Source: an optimization exercise on an open RTL-to-GDS flow (aim: small area, a short achievable clock period and few clock cycles per item). Production flows keep margins and buffers that such runs may drop. In this exercise RTL edits were held to simulation tests only and were not proved equivalent to the original.

==> flow/design.v (outline; a module is shown in full before it is edited, if it fits) <==
// module cdd_pipe_ctrl: 25 lines
// module cdd_stage1: 1216 lines
// module cdd_stage2: 624 lines
// module cdd_final: 514 lines
// module cdd_clean: 40 lines
// module calendar_date_difference: 88 lines
module calendar_date_difference (
  input  logic                           clk_i,
  input  logic                           rst_ni,
  input  logic                           in_valid_i,
  output logic                           in_ready_o,
  input  logic [cdd_pkg::YEAR_W-1:0]     first_year_i,
  input  logic [cdd_pkg::MONTH_W-1:0]    first_month_i,
  input  logic [cdd_pkg::DAY_W-1:0]      first_day_i,
  input  logic [cdd_pkg::YEAR_W-1:0]     second_year_i,
  input  logic [cdd_pkg::MONTH_W-1:0]    second_month_i,
  input  logic [cdd_pkg::DAY_W-1:0]      second_day_i,
  output logic                           out_valid_o,
  input  logic                           out_ready_i,
  output logic [cdd_pkg::DIFF_W-1:0]     day_difference_o
);
  // ...
==> flow/flow/run.sh <==
#!/bin/bash
# Layout flow: the standard flow (standard.sh), with one change: the
# buffers that buffer_ports puts on every input and output port are
# sky130_fd_sc_hd__buf_2 instead of the cell OpenROAD picks by default.
set -euo pipefail
export BUFFER_PORTS_ARGS="-buffer_cell sky130_fd_sc_hd__buf_2"
bash standard.sh finish > standard_flow.log 2>&1
==> flow/standard.sh <==
#!/bin/bash
# synth_recipe.tcl (not shown) runs the flow's synth.tcl, then flattens the netlist and writes it again
# the make line also repeats each setting of config.mk as NAME=value (left out here)
make -C /OpenROAD-flow-scripts/flow DESIGN_CONFIG=/design/flow/config.mk WORK_HOME=/design/flow/orfs CLKGATE_MAP_FILE= SYNTH_SCRIPT=/design/flow/synth_recipe.tcl "${@:-finish}"
==> flow/config.mk <==
export PLATFORM = sky130hd
export DESIGN_NAME = calendar_date_difference
export DESIGN_NICKNAME = calendar_date_difference
export VERILOG_FILES = /design/flow/design.v
export SDC_FILE = /design/flow/constraint.sdc
export NUM_CORES = 4
export LEC_CHECK = 0
export CAP_MARGIN = 20
export CORE_MARGIN = 2
export CORE_UTILIZATION = 40
export SETUP_SLACK_MARGIN = 3.2
export SLEW_MARGIN = 20
==> flow/constraint.sdc <==
create_clock -name core_clock -period 7.0 [get_ports {clk_i}]
set_input_delay 1.4000 -clock core_clock [delete_from_list [all_inputs] [get_ports {clk_i}]]
set_output_delay 1.4000 -clock core_clock [all_outputs]
set_load 0.01 [all_outputs]
==> results.yml, run 1 <==
outcome:
  status: "timing/DRC/antenna clean"
route:
  dr.pass1.iters: 5
  drc: 0
  antenna_left: 0
cells_and_area:
  non_clock_buffer_count: 194
  largest_cell_class: "multi-input gates"
  final_common_cell: "inv_1"
  clk_share: 0.0203
  buf_share: 0.0964
  multiInputGateArea_mm2: 0.00936
  top_register: "cs_q"
global_route:
  grtUsageMet3: 0.0143
  grt_pass1_vias: 9161
synth:
  synth_simple_gate_area_share: 0.102
  synth_compound_area_frac: 0.119
  ys_types: 69
clock_tree:
  path_clk_slew_ns: 0.07
sta:
  holdWs_ns: 0.476
  maxSlewViolCount: 0
worst_setup_path:
  path_delay_family: "compound AO/OA/AOI/OAI gates"
  cp_num_buf_inv: 4
  crit_cells: 12
min_path:
  hold_class: "register to register"
floorplan:
  die_x_um: 178
Testbench counts, summed over its fixed seeds: cycles 24,016, items 24,000.
==> inputs of run 2 (changes only) <==
--- a/flow/config.mk
+++ b/flow/config.mk
@@ -8,5 +8,5 @@
 export CAP_MARGIN = 20
 export CORE_MARGIN = 2
 export CORE_UTILIZATION = 40
-export SETUP_SLACK_MARGIN = 3.2
+export SETUP_SLACK_MARGIN = 3.7
 export SLEW_MARGIN = 20
==> run 2 against run 1 <==
Effect of this change: non-clock buffer count grew 24; count of clock-buffer cells in the layout is the same; register-to-register slack lost 0.05 ns; routed wire length grew 0.23%; die area is the same.
==> results.yml, run 2 <==
outcome:
  status: "timing/DRC/antenna clean"
sta:
  hold_viol: 0
  fin_skew_ns: 0.00969
  setup_viol: 0
  maxSlewViolCount: 0
  rsz0062_at_grt: "true"
  fmax_mhz: 239
  post-route-min-period_ns: 4.18
  fin_crit_sh: 0.598
  worst_slew_pin_slew_ns: 1.01
  fin_ws_ns: 2.82
  tns_ns: 0
  slew_headroom: 0.325
global_route:
  grt_usage: 0.186
  grt_pass1_vias: 9158
  grt_first_pass_wirelength_mm: 46.2
  grt-ovfl-total: 0
  antenna_found_initial: 0
  grt_max_degree: 54
clock_tree:
  path_clk_slew_ns: 0.07
  cts.sinks: 98
  cts_tree: "built"
  root_buffer: "clkbuf_16"
  numCtsBuffers: 9
  cts.path.max_buffers: 2
  cts_hold_buf: 0
  h-tree-depth: 3
  clkLatencyLatePin_ns: 0.35
worst_setup_path:
  crit_start: "cs_q[18]"
  path_delay_family: "simple AND/OR/NAND/NOR gates"
  end_kind: "primary output"
  reg2reg_from: "la_q"
  cp_num_buf_inv: 2
  critPathMaxFanout: 18
  crit_chain: "ha_4 > nand4_1 > nor3_2 > nand3_2 > a31oi_4 > buf_12 > nor2_1 > a31o_2 > xnor2_1 > buf_2"
  rrSetupSlack_ns: 2.84
  slowest_delay_ns: 0.41
  cp_data_arrival_time_ns: 2.78
  cp_slowest_cell: "edfxtp_1"
  cp-start-kind: "register"
  critical_path_class: "register to primary output"
  cp.required_ns: 5.60
synth:
  synth_top_cell_by_area: "edfxtp_1"
  syn_inst: 1241
  seq_area_frac_synth: 0.242
  ys_types: 69
  synthArstFlopShare: 0.0204
  synth_edf_count: 96
  yosys-top-cells-count: "269 x inv_1, 158 x ha_1, 123 x fa_1, 96 x edfxtp_1, 70 x nor2_1"
  synth_area_leaders: "edfxtp_1 24%, fa_1 20%, ha_1 16%, inv_1 8.3%, xnor2_1 3.3%"
  syn_area_per_cell_um2: 9.76
  yosys_warnings: 4
  syn_area_mm2: 0.0121
  synth_seq_cells: 98
  synth_fp_nets: 1572
  synth.most_common_cell: "inv_1"
  yosys.area.top_type_share: 0.238
  synth_ff_type: "edfxtp_1"
floorplan:
  ioPinCount: 74
  start_util: 0.408
  die_x_um: 178
  rows: 63
  core_mm2: 0.0297
  dieArea_mm2: 0.0317
  die_height_um: 178
cells_and_area:
  antenna_cells: 0
  largest_reg_flops: 44
  top_register: "cs_q"
  layout_common_cells: "235 x inv_1, 117 x buf_4, 107 x ha_1, 98 x fa_1, 96 x edfxtp_1"
  final_common_cell: "inv_1"
  nets: 1756
  fillers: 2541
  syn_to_final_growth_pct: 33.1
  drive_above_1_share: 0.354
  largest_registers: "cs_q x44, dt_q x12"
route:
  via_per_inst: 5.04
  antenna_left: 0
  wl_per_cell_um: 16.0
  drt_iter0_drc: 394
  dr.pass1.iters: 5
  drt_wl_total_mm: 29.2
  drc: 0
  vias: 9171
placement:
  dp_hpwl_mm: 22.2
  place_ws_ns: 2.06
  io_buffer_count: 73
  gp_congestion: 0.906
min_path:
  hold_class: "register to register"
  worstHoldStart: "u_ctrl.v1_q"
job:
  maxCapViolCount: 0
run 2: final cells by class:
type	count	area, µm²	area share
multi-input cells	829	9550	0.592
flip-flops and latches	98	2930	0.182
repair buffers	218	1790	0.111
inverters	269	1040	0.0643
well taps	390	488	0.0303
clock buffers	10	239	0.0148
clock inverters	6	87.6	0.00543
run 2: logic make-up (layout without fill, tap and decap cells):
family | after synthesis | after routing | share of synthesized area
buf+inv | 314 | 503 | 0.107
fa+ha+maj | 281 | 281 | 0.366
simple gates | 249 | 249 | 0.102
compound gates | 216 | 216 | 0.119
flops | 98 | 98 | 0.242
xor+xnor | 69 | 69 | 0.0499
mux | 14 | 14 | 0.0136
run 2: metal layers:
layer  vias to the layer above  global-route usage  share of wire
met5                         -                   0              0
met4                         0              0.0540          0.020
met3                        38              0.0128          0.024
met2                       168               0.324           0.50
met1                      4474               0.249           0.46
li1                       4491                   -              -
run 2: per-stage QoR:
stage	area (µm²)	cells	utilization	hold WS (ns)
4_1_cts	15400	1779	0.519	0.476
3_3_place_gp	13300	1661	0.449	0.450
2_1_floorplan	12800	1241	-	0.435
3_5_place_dp	13300	1661	0.449	0.450
5_1_grt	16100	1820	0.543	0.504
6_report	16100	1820	0.543	0.468
run 2: final timing paths:
check / to / depth (start not counted)
worst max-delay path: day_difference_o[17] / 10
worst min-delay path: u_ctrl.v2_q / 1
worst max register to register: cs_q[11] / 11
worst min register to register: u_ctrl.v2_q / 1
max in group asynchronous: u_ctrl.v2_q / 1
min in group asynchronous: u_ctrl.v1_q / 1
run 2: repair_timing:
item / in CTS / in global routing
setup buffers: 99 / 41
resized for setup: 198 / 82
pin swaps: 141 / 74
gates cloned: 3 / 0
setup endpoints to repair: 78 / 79
==> inputs of run 3 (changes only) <==
--- a/flow/config.mk
+++ b/flow/config.mk
@@ -8,5 +8,5 @@
 export CAP_MARGIN = 20
 export CORE_MARGIN = 2
 export CORE_UTILIZATION = 40
-export SETUP_SLACK_MARGIN = 3.7
+export SETUP_SLACK_MARGIN = 2.9
 export SLEW_MARGIN = 20
==> run 3 against run 2 <==
Effect of this change: largest cell class unchanged; core utilization down 4.9 points; fmax down 0.59%; synthesized cell count unchanged.
==> results.yml, run 3 <==
synth:
  synth.most_common_cell: "inv_1"
  synth_ff_type: "edfxtp_1"
  synth_simple_gate_area_share: 0.102
  syn_area_mm2: 0.0121
  yosys.area.top_type_share: 0.238
  syn_area_per_cell_um2: 9.76
  ys_types: 69
  synth_edf_count: 96
  synth_top_family_by_area: "adder cells"
  synth_area_leaders: "edfxtp_1 24%, fa_1 20%, ha_1 16%, inv_1 8.3%, xnor2_1 3.3%"
  synth_fp_nets: 1572
  synthArstFlopShare: 0.0204
  synth_top_cell_by_area: "edfxtp_1"
  yosys-top-cells-count: "269 x inv_1, 158 x ha_1, 123 x fa_1, 96 x edfxtp_1, 70 x nor2_1"
  seq_area_frac_synth: 0.242
  synthMuxAreaShare: 0.0136
  yosys_warnings: 4
  syn_inst: 1241
  synthXorXnorAreaFrac: 0.0499
  synth_seq_cells: 98
  yosys.area_share.adder: 0.366
  synth_compound_area_frac: 0.119
sta:
  slew_headroom: 0.313
  fin_skew_ns: 0.0107
  worst_slew_pin_slew_ns: 1.03
  tns_ns: 0
  rsz0062_at_grt: "true"
  fmax_mhz: 238
  maxSlewViolCount: 0
  fin_crit_sh: 0.601
  setup_viol: 0
  post-route-min-period_ns: 4.21
  hold_viol: 0
cells_and_area:
  syn_to_final_growth_pct: 21.2
  largest_registers: "cs_q x44, dt_q x12"
  final-instance-count-excl-fill: 1748
  antenna_cells: 0
  largest_reg_flops: 44
  fillers: 2747
  final_area_mm2: 0.0147
  seqCellArea_mm2: 0.00293
  drive_above_1_share: 0.257
  layout_common_cells: "252 x inv_1, 121 x ha_1, 111 x fa_1, 96 x edfxtp_1, 66 x buf_4"
  multiInputGateArea_mm2: 0.00893
  nets: 1684
  top_register: "cs_q"
  final_common_cell: "inv_1"
floorplan:
  die_x_um: 178
  rows: 63
  dieArea_mm2: 0.0317
  start_util: 0.408
  die_height_um: 178
  core_mm2: 0.0297
  ioPinCount: 74
clock_tree:
  cts_tree: "built"
  h-tree-depth: 3
  clkLatencyLatePin_ns: 0.35
  cts.path.max_buffers: 2
  root_buffer: "clkbuf_16"
  numCtsBuffers: 9
  path_clk_slew_ns: 0.07
  cts.sinks: 98
worst_setup_path:
  cp_data_arrival_time_ns: 4.29
  critical_path_class: "register to register"
  crit_chain: "inv_1 > fa_1 > buf_4 > xor2_2 > o211ai_1 > o21ai_1 > fa_1 > fa_2 > fa_1 > fa_2 > fa_2"
  end_kind: "register"
  path_delay_family: "adder cells"
  cp_slowest_cell: "fa_2"
  slowest_delay_ns: 0.56
  cp.required_ns: 7.08
  cp-start-kind: "register"
  cp_num_buf_inv: 2
  critPathMaxFanout: 2
global_route:
  grt_usage: 0.177
  antenna_found_initial: 0
  grt_pass1_vias: 8562
  grt_first_pass_wirelength_mm: 44.2
  grt_max_degree: 55
  grt-ovfl-total: 0
route:
  antenna_left: 0
  drt_wl_total_mm: 27.8
  vias: 8817
  wl_per_cell_um: 15.9
  dr.pass1.iters: 4
  drt_iter0_drc: 436
  via_per_inst: 5.04
  drc: 0
placement:
  dp_hpwl_mm: 22.0
  placed_cells: 1661
  io_buffer_count: 73
  gp_congestion: 0.909
  placed_area_mm2: 0.0128
outcome:
  status: "timing/DRC/antenna clean"
job:
  maxCapViolCount: 0
min_path:
  hold_class: "register to register"
==> run 3: cell types whose count changed in the layout (fill, tap and decap cells not counted), moves of 13 or more <==
cell	change
buf_4	-51
buf_6	-23
ha_4	-17
inv_1	+17
ha_1	+14
fa_1	+13
fa_2	-13
==> run 3: area by class of cell <==
class                   count  share of cell area
multi-input cells         830               0.609
clock inverters             6             0.00452
clock buffers              10              0.0163
inverters                 269              0.0693
flip-flops and latches     98               0.200
repair buffers            145              0.0684
well taps                 390              0.0332
==> run 3: what timing repair did <==
item / in CTS / in global routing
hold buffers: 0 / 0
cloned: 1 / 0
gates resized for setup: 104 / 127
setup buffers: 44 / 26
pin swaps: 64 / 58
endpoints found under the setup margin: 44 / 46
==> run 3: cells by family after synthesis <==
kind of cell             count (synthesis)
multiplexers                            14
flip-flops                              98
AO/OA/AOI/OAI                          216
XOR/XNOR                                69
buffers and inverters                  314
adder cells (fa/ha/maj)                281
AND/OR/NAND/NOR                        249
==> run 3: per-layer routing <==
| metal | vias to the layer above | track usage | share of wire |
|---|---|---|---|
| li1 | 4360 | - | - |
| met1 | 4249 | 0.243 | 0.47 |
| met2 | 168 | 0.301 | 0.49 |
| met3 | 40 | 0.0194 | 0.030 |
| met4 | 0 | 0.0355 | 0.016 |
| met5 | - | 0 | 0 |
==> run 3: final timing paths <==
| path | startpoint | end | slack (ns) | cells past startpoint |
|---|---|---|---|---|
| worst max-delay path | gb_q | cs_q[11] | 2.79 | 11 |
| worst min-delay path | u_ctrl.v1_q | u_ctrl.v2_q | 0.46 | 1 |
| worst max register to register | gb_q | cs_q[11] | 2.79 | 11 |
| worst min register to register | u_ctrl.v1_q | u_ctrl.v2_q | 0.46 | 1 |
| max in group asynchronous | rst_ni | u_ctrl.v1_q | 6.08 | 1 |
| min in group asynchronous | rst_ni | u_ctrl.v2_q | 0.82 | 1 |
==> run 3: metrics by stage <==
step | hold WS (ns) | setup slack (ns) | util
2_1_floorplan | 0.435 | 2.52 | -
3_3_place_gp | 0.455 | 2.01 | 0.431
3_5_place_dp | 0.460 | 1.96 | 0.431
4_1_cts | 0.463 | 2.83 | 0.469
5_1_grt | 0.483 | 2.71 | 0.494
6_report | 0.456 | 2.79 | 0.494
==> run 3: worst reg2reg max path: stages, from the launching register on <==
cell	delay [ns]
edfxtp_1	0.40
inv_1	0.09
fa_1	0.44
buf_4	0.17
xor2_2	0.18
o211ai_1	0.19
o21ai_1	0.12
fa_1	0.50
fa_2	0.38
fa_1	0.49
fa_2	0.56
fa_2	0.43
==> inputs of run 4 (changes only) <==
--- a/flow/config.mk
+++ b/flow/config.mk
@@ -8,5 +8,5 @@
 export CAP_MARGIN = 20
 export CORE_MARGIN = 2
 export CORE_UTILIZATION = 40
-export SETUP_SLACK_MARGIN = 2.9
+export SETUP_SLACK_MARGIN = 2.2
 export SLEW_MARGIN = 20
==> run 4 against run 3 <==
Effect of this change: design area decreased by 11%; non-clock buffer count decreased by 66; first-iteration DRC count increased by 17%; global-route usage decreased by 0.72 points; fmax decreased by 8.7%; via count decreased by 4.5%; critical path type is now primary input to register.
==> results.yml, run 4 <==
route:
  wl_per_cell_um: 15.2
  drt_wl_total_mm: 25.5
  drc: 0
  antenna_left: 0
  dr.pass1.iters: 5
  drt_iter0_drc: 512
  vias: 8420
  via_per_inst: 5.01
floorplan:
  rows: 63
  start_util: 0.408
  die_x_um: 178
  dieArea_mm2: 0.0317
  core_mm2: 0.0297
  die_height_um: 178
  ioPinCount: 74
sta:
  slew_headroom: 0.315
  post-route-min-period_ns: 4.61
  worst_slew_pin_slew_ns: 1.03
  fin_skew_ns: 0.0108
  fin_crit_sh: 0.659
  maxSlewViolCount: 0
  tns_ns: 0
  rsz0062_at_grt: "false"
  fmax_mhz: 217
  setup_viol: 0
  hold_viol: 0
clock_tree:
  cts.path.max_buffers: 2
  cts_hold_buf: 0
  h-tree-depth: 3
  clkLatencyLatePin_ns: 0.35
  numCtsBuffers: 9
  path_clk_slew_ns: 0.07
  cts_tree: "built"
  cts.sinks: 98
  root_buffer: "clkbuf_16"
cells_and_area:
  fillers: 2878
  antenna_cells: 0
  final_util: 0.441
  largest_reg_flops: 44
  final_common_cell: "inv_1"
  multiInputGateArea_mm2: 0.00795
  seqCellArea_mm2: 0.00293
  layout_common_cells: "269 x inv_1, 158 x ha_1, 123 x fa_1, 96 x edfxtp_1, 73 x buf_2"
  nets: 1618
  drive_above_1_share: 0.0952
  syn_to_final_growth_pct: 8.23
  largest_registers: "cs_q x44, dt_q x12"
  top_register: "cs_q"
synth:
  syn_area_mm2: 0.0121
  seq_area_frac_synth: 0.242
  synth_seq_cells: 98
  synth_top_cell_by_area: "edfxtp_1"
  synth_simple_gate_area_share: 0.102
  yosys.area_share.adder: 0.366
  synthArstFlopShare: 0.0204
  synth_compound_area_frac: 0.119
  yosys-top-cells-count: "269 x inv_1, 158 x ha_1, 123 x fa_1, 96 x edfxtp_1, 70 x nor2_1"
  synth_area_leaders: "edfxtp_1 24%, fa_1 20%, ha_1 16%, inv_1 8.3%, xnor2_1 3.3%"
  synth_top_family_by_area: "adder cells"
  ys_types: 69
  syn_area_per_cell_um2: 9.76
  yosys.area.top_type_share: 0.238
  synthMuxAreaShare: 0.0136
  synth_fp_nets: 1572
  synth_edf_count: 96
  synth_ff_type: "edfxtp_1"
  syn_inst: 1241
  yosys_warnings: 4
  synth.most_common_cell: "inv_1"
  synthXorXnorAreaFrac: 0.0499
global_route:
  grt_usage: 0.169
  grt_max_degree: 54
  grt_pass1_vias: 8298
  grt-ovfl-total: 0
  grt_first_pass_wirelength_mm: 42.3
  antenna_found_initial: 0
job:
  maxCapViolCount: 0
worst_setup_path:
  cp_data_arrival_time_ns: 4.70
  critical_path_class: "primary input to register"
  cp-start-kind: "primary input"
  end_kind: "register"
  cp.required_ns: 7.09
  critPathMaxFanout: 12
placement:
  gp_congestion: 0.911
  io_buffer_count: 73
  dp_hpwl_mm: 21.6
min_path:
  hold_class: "register to register"
outcome:
  status: "timing/DRC/antenna clean"
-- run 4: changes by cell type in the layout (fill, tap and decap cells not counted), sizes merged --
cell,delta
buf,-64
inv,+6
clkinv,-5
clkbuf,-3
-- run 4: critical path: stages --
cell and delay (ns):
buf_2 0.13, inv_1 0.12, o31a_1 0.29, nor2_1 0.10, nor4_1 0.05, buf_4 0.17, or3_1 0.38, ha_1 0.33
ha_1 0.28, a21o_1 0.18, a21oi_1 0.22, nor2b_1 0.10, nor4_1 0.33, o31ai_1 0.20, o41ai_2 0.28, xnor2_1 0.13
-- run 4: cells by family (layout without fill, tap and decap cells) --
family / after synthesis / in the layout
compound gates: 216 / 217
flops: 98 / 98
mux: 14 / 14
fa+ha+maj: 281 / 281
simple gates: 249 / 249
xor+xnor: 69 / 69
buf+inv: 314 / 364
-- run 4: path summary, 6_finish.rpt --
path | start | to | slack (ns) | cells past startpoint
worst max-delay path | first_year_i[6] | dt_q[11] | 2.39 | 16
worst min-delay path | u_ctrl.v1_q | u_ctrl.v2_q | 0.47 | 1
worst max register to register | la_q | cs_q[11] | 2.53 | 10
worst min register to register | u_ctrl.v1_q | u_ctrl.v2_q | 0.47 | 1
max in group asynchronous | rst_ni | u_ctrl.v1_q | 6.09 | 1
min in group asynchronous | rst_ni | u_ctrl.v2_q | 0.82 | 1
-- run 4: stage by stage --
| step | setup slack [ns] | hold slack, ns | area (µm²) | instances |
|---|---|---|---|---|
| 5_1_grt | 2.20 | 0.498 | 13100 | 1682 |
| 2_1_floorplan | 2.45 | 0.435 | 12100 | 1241 |
| 3_3_place_gp | 1.83 | 0.447 | 12700 | 1661 |
| 3_5_place_dp | 1.69 | 0.450 | 12700 | 1661 |
| 6_report | 2.39 | 0.471 | 13100 | 1682 |
| 4_1_cts | 2.29 | 0.478 | 13000 | 1678 |
-- run 4: cell type report --
class                      count  area share
clock inverter                 7     0.00630
sequential                    98       0.224
timing repair buffer          79      0.0323
inverter                     269      0.0770
multi-input combinational    830       0.606
tap                          390      0.0372
clock buffer                   9      0.0172
-- run 4: per-layer routing --
metal	GRT usage	up-vias	part of all wire
met4	0.0564	0	0.025
met2	0.281	153	0.47
li1	-	4223	-
met1	0.235	4013	0.48
met5	0	-	0
met3	0.0141	31	0.026
-- run 4: repair_timing --
| action | CTS | global route |
|---|---|---|
| cloned | 1 | 0 |
| pin swaps | 1 | 2 |
| gates resized for setup | 3 | 4 |
| buffers inserted | 0 | 4 |
| endpoints found under the setup margin | 7 | 13 |
==> inputs of run 5 (changes only) <==
--- a/flow/config.mk
+++ b/flow/config.mk
@@ -8,5 +8,4 @@
 export CAP_MARGIN = 20
 export CORE_MARGIN = 2
 export CORE_UTILIZATION = 40
-export SETUP_SLACK_MARGIN = 2.2
 export SLEW_MARGIN = 20
==> run 5 against run 4 <==
Effect of this change: count of clock-buffer cells in the layout unchanged; final cell count down 0.30%; still clean; clock skew about the same; global-route usage down 0.17 points; design area down 0.78%.
==> results.yml, run 5 <==
synth:
  synth_area_leaders: "edfxtp_1 24%, fa_1 20%, ha_1 16%, inv_1 8.3%, xnor2_1 3.3%"
  synth_fp_nets: 1572
  synth_top_family_by_area: "adder cells"
  synth_compound_area_frac: 0.119
  synthXorXnorAreaFrac: 0.0499
  ys_types: 69
  seq_area_frac_synth: 0.242
  yosys_warnings: 4
  yosys.area.top_type_share: 0.238
  synth_ff_type: "edfxtp_1"
  synth_simple_gate_area_share: 0.102
  synthArstFlopShare: 0.0204
  synth.most_common_cell: "inv_1"
  synth_seq_cells: 98
  yosys.area_share.adder: 0.366
  synth_edf_count: 96
  synthMuxAreaShare: 0.0136
  yosys-top-cells-count: "269 x inv_1, 158 x ha_1, 123 x fa_1, 96 x edfxtp_1, 70 x nor2_1"
  syn_area_mm2: 0.0121
  syn_area_per_cell_um2: 9.76
  synth_top_cell_by_area: "edfxtp_1"
  syn_inst: 1241
clock_tree:
  clkLatencyLatePin_ns: 0.35
  cts_setup_buffers: 0
  cts_tree: "built"
  post_cts_resized: 0
  cts_hold_buf: 0
  root_buffer: "clkbuf_16"
  cts.sinks: 98
  path_clk_slew_ns: 0.07
  h-tree-depth: 3
  cts.path.max_buffers: 2
  numCtsBuffers: 9
route:
  drc: 0
  dr.pass1.iters: 7
  via_per_inst: 5.01
  drt_iter0_drc: 503
  antenna_left: 0
  drt_wl_total_mm: 25.2
  vias: 8398
  wl_per_cell_um: 15.0
placement:
  dp_hpwl_mm: 21.6
  gp_congestion: 0.911
  io_buffer_count: 73
  placed_cells: 1661
  place_ws_ns: 1.69
cells_and_area:
  antenna_cells: 0
  final_common_cell: "inv_1"
  nets: 1613
  multiInputGateArea_mm2: 0.00789
  seqCellArea_mm2: 0.00293
  top_register: "cs_q"
  syn_to_final_growth_pct: 7.39
  fillers: 2885
  layout_common_cells: "269 x inv_1, 158 x ha_1, 123 x fa_1, 96 x edfxtp_1, 73 x buf_2"
  drive_above_1_share: 0.0886
  largest_reg_flops: 44
  largest_registers: "cs_q x44, dt_q x12"
  final-instance-count-excl-fill: 1677
sta:
  fin_skew_ns: 0.0112
  post-route-min-period_ns: 5.07
  rsz0062_at_grt: "false"
  maxSlewViolCount: 0
  slew_headroom: 0.315
  holdWs_ns: 0.471
  setup_viol: 0
  hold_viol: 0
  tns_ns: 0
  fin_crit_sh: 0.724
  fin_ws_ns: 1.93
  fmax_mhz: 197
  worst_slew_pin_slew_ns: 1.03
worst_setup_path:
  critPathMaxFanout: 7
  cp.required_ns: 7.08
  cp_data_arrival_time_ns: 5.15
  cp-start-kind: "primary input"
  critical_path_class: "primary input to register"
  end_kind: "register"
global_route:
  grt_max_degree: 54
  antenna_found_initial: 0
  grt-ovfl-total: 0
  grt_first_pass_wirelength_mm: 41.9
  grt_pass1_vias: 8289
  grt_usage: 0.168
floorplan:
  rows: 63
  start_util: 0.408
  die_x_um: 178
  core_mm2: 0.0297
  ioPinCount: 74
  dieArea_mm2: 0.0317
  die_height_um: 178
outcome:
  status: "timing/DRC/antenna clean"
min_path:
  hold_class: "register to register"
job:
  maxCapViolCount: 0
==> run 5: layout make-up <==
class	instances	area share
Timing Repair Buffer	75	0.0292
Inverter	269	0.0776
Multi-Input combinational cell	829	0.606
Clock inverter	7	0.00635
Clock buffer	9	0.0173
Tap cell	390	0.0375
Sequential cell	98	0.225
==> run 5: logic make-up (layout without fill, tap and decap cells) <==
group | Yosys count | count (layout)
buf+inv | 314 | 360
fa+ha+maj | 281 | 281
xor+xnor | 69 | 69
mux | 14 | 14
simple gates | 249 | 249
flops | 98 | 98
compound gates | 216 | 216
==> run 5: worst paths after layout <==
kind / to / cells past startpoint / start / slack (ns)
setup reg to reg: cs_q[11] / 10 / la_q / 2.35
min in group asynchronous: u_ctrl.v2_q / 1 / rst_ni / 0.82
max in group asynchronous: u_ctrl.v1_q / 1 / rst_ni / 6.09
hold reg to reg: u_ctrl.v2_q / 1 / u_ctrl.v1_q / 0.47
setup / recovery: dt_q[11] / 15 / second_year_i[6] / 1.93
hold / removal: u_ctrl.v2_q / 1 / u_ctrl.v1_q / 0.47
==> run 5: critical path: stages <==
cell and delay, ns:
buf_2 0.13, inv_1 0.16, a41oi_1 0.17, o31ai_1 0.69, nand2b_1 0.33, nor2_1 0.17
ha_1 0.26, ha_1 0.29, a21o_1 0.18, a21oi_1 0.22, nor2b_1 0.10, nor4_1 0.34
o31ai_1 0.18, o41ai_1 0.39, xnor2_1 0.14
==> run 5: metrics by stage <==
| stage | cell area (µm²) | utilization |
|---|---|---|
| after global placement | 12700 | 0.427 |
| after global routing | 13000 | 0.438 |
| final | 13000 | 0.438 |
| after detailed placement | 12700 | 0.427 |
| after CTS | 13000 | 0.438 |
| after floorplan | 12100 | - |
==> run 5: per-layer routing <==
layer	wire length (µm)	vias to the layer above	GRT usage
met2	11700	168	0.277
met3	755	29	0.0141
met4	619	0	0.0564
li1	-	4208	-
met1	12100	3993	0.232
met5	0	-	0
==> inputs of run 6 (changes only) <==
--- a/flow/config.mk
+++ b/flow/config.mk
@@ -8,4 +8,5 @@
 export CAP_MARGIN = 20
 export CORE_MARGIN = 2
 export CORE_UTILIZATION = 40
+export SETUP_SLACK_MARGIN = 2.6
 export SLEW_MARGIN = 20
==> run 6 against run 5 <==
Effect of this change: design area grew 3.4%; synthesized area is the same; setup slack gained 0.80 ns; critical path depth shrank 4; clock skew shrank 0.0015 ns; sequential share of layout area shrank 0.74 points; count of clock-buffer cells in the layout grew 1; critical path type unchanged; largest cell class unchanged; highest routed layer unchanged.
==> results.yml, run 6 <==
outcome:
  status: "timing/DRC/antenna clean"
sta:
  maxSlewViolCount: 0
  fin_crit_sh: 0.610
  worst_slew_pin_slew_ns: 1.03
  fmax_mhz: 234
  slew_headroom: 0.316
  rsz0062_at_grt: "true"
  fin_ws_ns: 2.73
  fin_skew_ns: 0.00970
  hold_viol: 0
  post-route-min-period_ns: 4.27
  tns_ns: 0
  setup_viol: 0
route:
  wl_met1_mm: 12.6
  via_per_inst: 4.99
  wl_met3_um: 801
  wl_per_cell_um: 15.5
  antenna_left: 0
  drc: 0
  dr.pass1.iters: 5
  vias: 8459
  routed.top_layer: "met4"
  drt_wl_total_mm: 26.3
  met2_wirelength_mm: 12.5
  drt_iter0_drc: 445
synth:
  yosys_warnings: 4
  synth_top_cell_by_area: "edfxtp_1"
  syn_area_per_cell_um2: 9.76
  seq_area_frac_synth: 0.242
  synth_seq_cells: 98
  synth_edf_count: 96
  synth_ff_type: "edfxtp_1"
  yosys.area.top_type_share: 0.238
  synth_fp_nets: 1572
  syn_inst: 1241
  synth.most_common_cell: "inv_1"
  yosys-top-cells-count: "269 x inv_1, 158 x ha_1, 123 x fa_1, 96 x edfxtp_1, 70 x nor2_1"
  ys_types: 69
  syn_area_mm2: 0.0121
  synthArstFlopShare: 0.0204
  synth_area_leaders: "edfxtp_1 24%, fa_1 20%, ha_1 16%, inv_1 8.3%, xnor2_1 3.3%"
clock_tree:
  cts_tree: "built"
  cts.path.max_buffers: 2
  root_buffer: "clkbuf_16"
  clkLatencyLatePin_ns: 0.35
  cts.sinks: 98
  numCtsBuffers: 9
  path_clk_slew_ns: 0.07
  h-tree-depth: 3
worst_setup_path:
  critPathMaxFanout: 4
  cp.required_ns: 7.11
  r2r_cells: 10
  crit_start: "first_year_i[2]"
  cp-start-kind: "primary input"
  slowest_delay_ns: 0.56
  cp_num_buf_inv: 1
  path_delay_family: "adder cells"
  cp_slowest_cell: "fa_1"
  crit_chain: "buf_2 > fa_1 > fa_1 > ha_1 > nor3_2 > a211oi_1 > a2111oi_2 > a31oi_1 > a211oi_1 > a31oi_2 > nor2b_1"
  reg2reg_from: "ga_q"
  r2r-end: "cs_q[11]"
  cp_data_arrival_time_ns: 4.38
  cp-endpoint: "la_q"
  critical_path_class: "primary input to register"
  rrSetupSlack_ns: 2.77
  end_kind: "register"
  crit_cells: 11
floorplan:
  rows: 63
  dieArea_mm2: 0.0317
  die_x_um: 178
  die_height_um: 178
  ioPinCount: 74
  start_util: 0.408
  core_mm2: 0.0297
placement:
  io_buffer_count: 73
  gp_congestion: 0.919
  dp_hpwl_mm: 21.9
  place_ws_ns: 1.92
  placed_cells: 1661
  placed_area_mm2: 0.0127
cells_and_area:
  syn_to_final_growth_pct: 11.1
  final-instance-count-excl-fill: 1695
  final_common_cell: "inv_1"
  nets: 1631
  layout_common_cells: "265 x inv_1, 147 x ha_1, 121 x fa_1, 96 x edfxtp_1, 72 x buf_2"
  final_util: 0.453
  final_area_mm2: 0.0135
  antenna_cells: 0
  top_register: "cs_q"
  largest_registers: "cs_q x44, dt_q x12"
  largest_reg_flops: 44
  fillers: 2839
  drive_above_1_share: 0.139
global_route:
  grt_pass1_vias: 8355
  grt_first_pass_wirelength_mm: 42.7
  grt_usage: 0.172
  grt-ovfl-total: 0
  grt_max_degree: 54
  antenna_found_initial: 0
job:
  maxCapViolCount: 0
min_path:
  hold_class: "register to register"
[run 6: cell counts after synthesis]
No cell type changed its count.
[run 6: logic make-up after synthesis]
logic type,Yosys count,synth area share
AOI/OAI and AO/OA,216,0.119
xor gates and xnor gates,69,0.0499
adders and majority gates,281,0.366
buffers and inverters,314,0.107
DFF,98,0.242
muxes,14,0.0136
and+or+nand+nor,249,0.102
[run 6: metal layers]
layer,GRT usage,vias to the layer above
li1,-,4248
met1,0.238,4018
met2,0.289,167
met3,0.0162,26
met4,0.0478,0
met5,0,-
[run 6: timing repair]
action | in CTS | in global routing
pin swaps | 6 | 15
hold buffers | 0 | 0
setup endpoints to repair | 30 | 38
endpoints found under the hold margin | 0 | 0
gates resized for setup | 13 | 47
setup buffers | 9 | 8
cloned | 1 | 0
[run 6: area by class of cell]
cell class	count	area [µm²]	share of cell area
multi-input cells	830	8180	0.608
flip-flops and latches	98	2930	0.218
inverters	269	1020	0.0756
repair buffers	92	536	0.0398
well taps	390	488	0.0363
clock buffers	10	229	0.0170
clock inverters	6	66.3	0.00493
[run 6: worst register-to-register path: cells and delay by family (launching register included)]
family,cells,cell delay (ns)
adder cells (fa/ha/maj),7,3.25
flip-flops,1,0.42
AO/OA/AOI/OAI,2,0.21
buffers and inverters,1,0.07
[run 6: worst min path at each step]
stage,end,start,cells past startpoint,slack (ns)
after floorplan,u_ctrl.v2_q,u_ctrl.v1_q,1,0.44
after global placement,u_ctrl.v2_q,u_ctrl.v1_q,1,0.45
after detailed placement,u_ctrl.v2_q,u_ctrl.v1_q,1,0.45
after CTS,u_ctrl.v2_q,u_ctrl.v1_q,1,0.47
after global routing,u_ctrl.v2_q,u_ctrl.v1_q,1,0.49
final,u_ctrl.v2_q,u_ctrl.v1_q,1,0.46
[run 6: per-stage QoR]
step           hold WS (ns)
4_1_cts               0.474
5_1_grt               0.489
3_5_place_dp          0.449
6_report              0.465
2_1_floorplan         0.435
3_3_place_gp          0.446
==> inputs of run 7 (changes only) <==
==> flow/flow/run.sh (replaced) <==
#!/bin/bash
# Layout flow: the standard flow (standard.sh) with two changes:
# - the buffers that buffer_ports puts on every input and output port are
#   sky130_fd_sc_hd__buf_2 instead of the cell OpenROAD picks by default;
# - Yosys's synth skips its quick internal ABC pass (SYNTH_ARGS=-noabc), so
#   the full adders written in the RTL reach extract_fa as written; the
#   technology mapping ABC pass after it runs as usual.
set -euo pipefail
export BUFFER_PORTS_ARGS="-buffer_cell sky130_fd_sc_hd__buf_2"
export SYNTH_ARGS="-noabc"
bash standard.sh finish > standard_flow.log 2>&1
==> run 7 against run 6 <==
Effect of this change: critical path depth rose by 3; design area rose by 1.8%; still clean on timing, DRC and antenna; die area fell by 3.2%; core utilization rose by 2.3 points; fmax fell by 1.8%.
==> results.yml, run 7 <==
sta:
  setup_viol: 0
  fmax_mhz: 230
  fin_ws_ns: 2.65
  worst_slew_pin_slew_ns: 1.02
  slew_headroom: 0.320
  post-route-min-period_ns: 4.35
  rsz0062_at_grt: "true"
  maxSlewViolCount: 0
  tns_ns: 0
  fin_skew_ns: 0.0120
  hold_viol: 0
  fin_crit_sh: 0.622
clock_tree:
  path_clk_slew_ns: 0.07
  cts.path.max_buffers: 2
  numCtsBuffers: 9
  cts_hold_buf: 0
  root_buffer: "clkbuf_16"
  h-tree-depth: 3
  cts.sinks: 98
  cts_tree: "built"
  clkLatencyLatePin_ns: 0.35
route:
  drt_iter0_drc: 334
  drt_wl_total_mm: 24.0
  vias: 7963
  wl_per_cell_um: 14.5
  drc: 0
  antenna_left: 0
  via_per_inst: 4.80
  dr.pass1.iters: 7
synth:
  yosys-top-cells-count: "299 x inv_1, 145 x ha_1, 125 x fa_1, 96 x edfxtp_1, 68 x a21oi_1"
  synth_area_leaders: "edfxtp_1 25%, fa_1 21%, ha_1 15%, inv_1 9.6%, xnor2_1 3.9%"
  synth.most_common_cell: "inv_1"
  synthArstFlopShare: 0.0204
  ys_types: 66
  seq_area_frac_synth: 0.250
  synth_edf_count: 96
  synth_fp_nets: 1502
  synth_seq_cells: 98
  syn_inst: 1182
  synth_top_cell_by_area: "edfxtp_1"
  yosys.area.top_type_share: 0.246
  synth_ff_type: "edfxtp_1"
  syn_area_per_cell_um2: 9.91
  yosys_warnings: 4
  syn_area_mm2: 0.0117
cells_and_area:
  antenna_cells: 0
  largest_registers: "cs_q x44, dt_q x12"
  final_common_cell: "inv_1"
  seqCellArea_mm2: 0.00293
  drive_above_1_share: 0.194
  nets: 1591
  final-instance-count-excl-fill: 1660
  layout_common_cells: "288 x inv_1, 120 x fa_1, 118 x ha_1, 96 x edfxtp_1, 67 x buf_2"
  fillers: 2702
  largest_reg_flops: 44
  top_register: "cs_q"
  multiInputGateArea_mm2: 0.00814
  final_util: 0.476
  syn_to_final_growth_pct: 16.9
worst_setup_path:
  rrSetupSlack_ns: 2.67
  slowest_delay_ns: 0.55
  cp.required_ns: 7.11
  r2r_cells: 15
  cp_data_arrival_time_ns: 4.46
  reg2reg_from: "ga_q"
  crit_cells: 14
  path_delay_family: "adder cells"
  crit_start: "first_year_i[4]"
  critPathMaxFanout: 4
  crit_chain: "buf_8 > fa_1 > inv_2 > fa_1 > inv_2 > ha_4 > buf_4 > or4_1 > nor3_1 > a21oi_1 > nor4_2 > nor4b_2 > buf_4 > a21boi_2"
  cp-endpoint: "la_q"
  cp_num_buf_inv: 5
  r2r-end: "cs_q[11]"
  cp-start-kind: "primary input"
  critical_path_class: "primary input to register"
  cp_slowest_cell: "fa_1"
  end_kind: "register"
global_route:
  grtUsageMet2: 0.271
  grt_usage: 0.161
  antenna_found_initial: 0
  grtUsageMet3: 0.0185
  met1_usage: 0.222
  grt_first_pass_wirelength_mm: 39.3
  grt_pass1_vias: 7844
  busiest_layer: "met2"
  grt_max_degree: 53
  grt-ovfl-total: 0
floorplan:
  die_height_um: 175
  start_util: 0.407
  core_mm2: 0.0288
  die_x_um: 175
  ioPinCount: 74
  rows: 62
  dieArea_mm2: 0.0307
min_path:
  hold_class: "register to register"
  worstHoldStart: "u_ctrl.v1_q"
placement:
  place_ws_ns: 1.80
  dp_hpwl_mm: 19.8
  placed_cells: 1604
  gp_congestion: 0.862
  io_buffer_count: 73
job:
  maxCapViolCount: 0
outcome:
  status: "timing/DRC/antenna clean"
[run 7: changes by cell type after synthesis, sizes merged, moves of 10 or more]
cell | previous run | this run
inv | 269 | 300
o21ai | 49 | 31
nand2 | 48 | 37
nor2 | 70 | 45
a21oi | 58 | 69
ha | 158 | 145
nand3 | 30 | 20
buf | 34 | 24
[run 7: per-stage QoR]
stage	hold WS (ns)	instance area, µm²
after CTS	0.483	13200
after detailed placement	0.459	12500
final	0.466	13700
after global routing	0.517	13700
after global placement	0.452	12500
after floorplan	0.435	11900
[run 7: final cells by class]
class                   count  area share
clock buffers               9      0.0164
clock inverters             7     0.00548
inverters                 300      0.0822
multi-input cells         749       0.594
flip-flops and latches     98       0.214
well taps                 384      0.0351
repair buffers            113      0.0523
[run 7: worst min path at each step]
stage                     slack (ns)          end  cells past startpoint
after floorplan                 0.43  u_ctrl.v2_q                      1
after CTS                       0.48  u_ctrl.v2_q                      1
after global routing            0.52  u_ctrl.v2_q                      1
after detailed placement        0.46  u_ctrl.v2_q                      1
after global placement          0.45  u_ctrl.v2_q                      1
final                           0.47  u_ctrl.v2_q                      1
[run 7: cell families (layout without fill, tap and decap cells)]
kind of cell / after synthesis / count (layout) / share of synthesized area
multiplexers: 6 / 6 / 0.00534
buffers and inverters: 336 / 429 / 0.115
adder cells (fa/ha/maj): 270 / 270 / 0.368
XOR/XNOR: 82 / 82 / 0.0613
AND/OR/NAND/NOR: 208 / 209 / 0.0959
AO/OA/AOI/OAI: 182 / 182 / 0.104
flip-flops: 98 / 98 / 0.250
[run 7: routing by layer]
layer  part of all wire  up-vias
met5                  0        -
met4              0.014        0
met3              0.026       22
met2               0.48      111
met1               0.48     3814
li1                   -     4016
[run 7: timing repair]
action                                 CTS  global route
setup buffers                           20            19
gates resized for setup                 32            83
endpoints found under the hold margin    0             0
setup endpoints to repair               30            30
pin swaps                               17            55
gates cloned                             1             0

-- afterwards: timing with drivers on the ports --
Ports are ideal in the flow. The routed layouts listed here were re-timed in OpenROAD. Step 1 sets driving cells, clkbuf_16 on the clock port and buf_2 on the other inputs (assumed; they add their load-dependent delay and slew). Step 2 times the ports against the registers' clock, not the clock port: input delays grow and output delays shrink by t, the midpoint of the rising clock arrivals with the driver on. Slacks: ideal / step 1 / step 2; pairs: ideal / step 1.
run | shift t [ns] | slack for setup (ns) | worst setup path at the end | cell pins on the clock port's net
run 1 | 0.393 | 2.805 / 2.761 / 2.426 | input to register | 1
run 2 | 0.390 | 2.816 / 2.773 / 2.451 | input to register | 1
run 3 | 0.383 | 2.791 / 2.751 / 2.477 | input to register | 1
run 4 | 0.390 | 2.389 / 2.380 / 2.020 | input to register | 1
run 5 | 0.389 | 1.932 / 1.957 / 1.568 | input to register | 1
run 6 | 0.393 | 2.728 / 2.701 / 2.360 | input to register | 1
run 7 | 0.386 | 2.649 / 2.644 / 2.259 | input to register | 1
After both steps setup and hold are still met in every run listed. The setup slack of run 7, which loses most, moves by -0.005 ns with the drivers and by -0.390 ns with both steps.
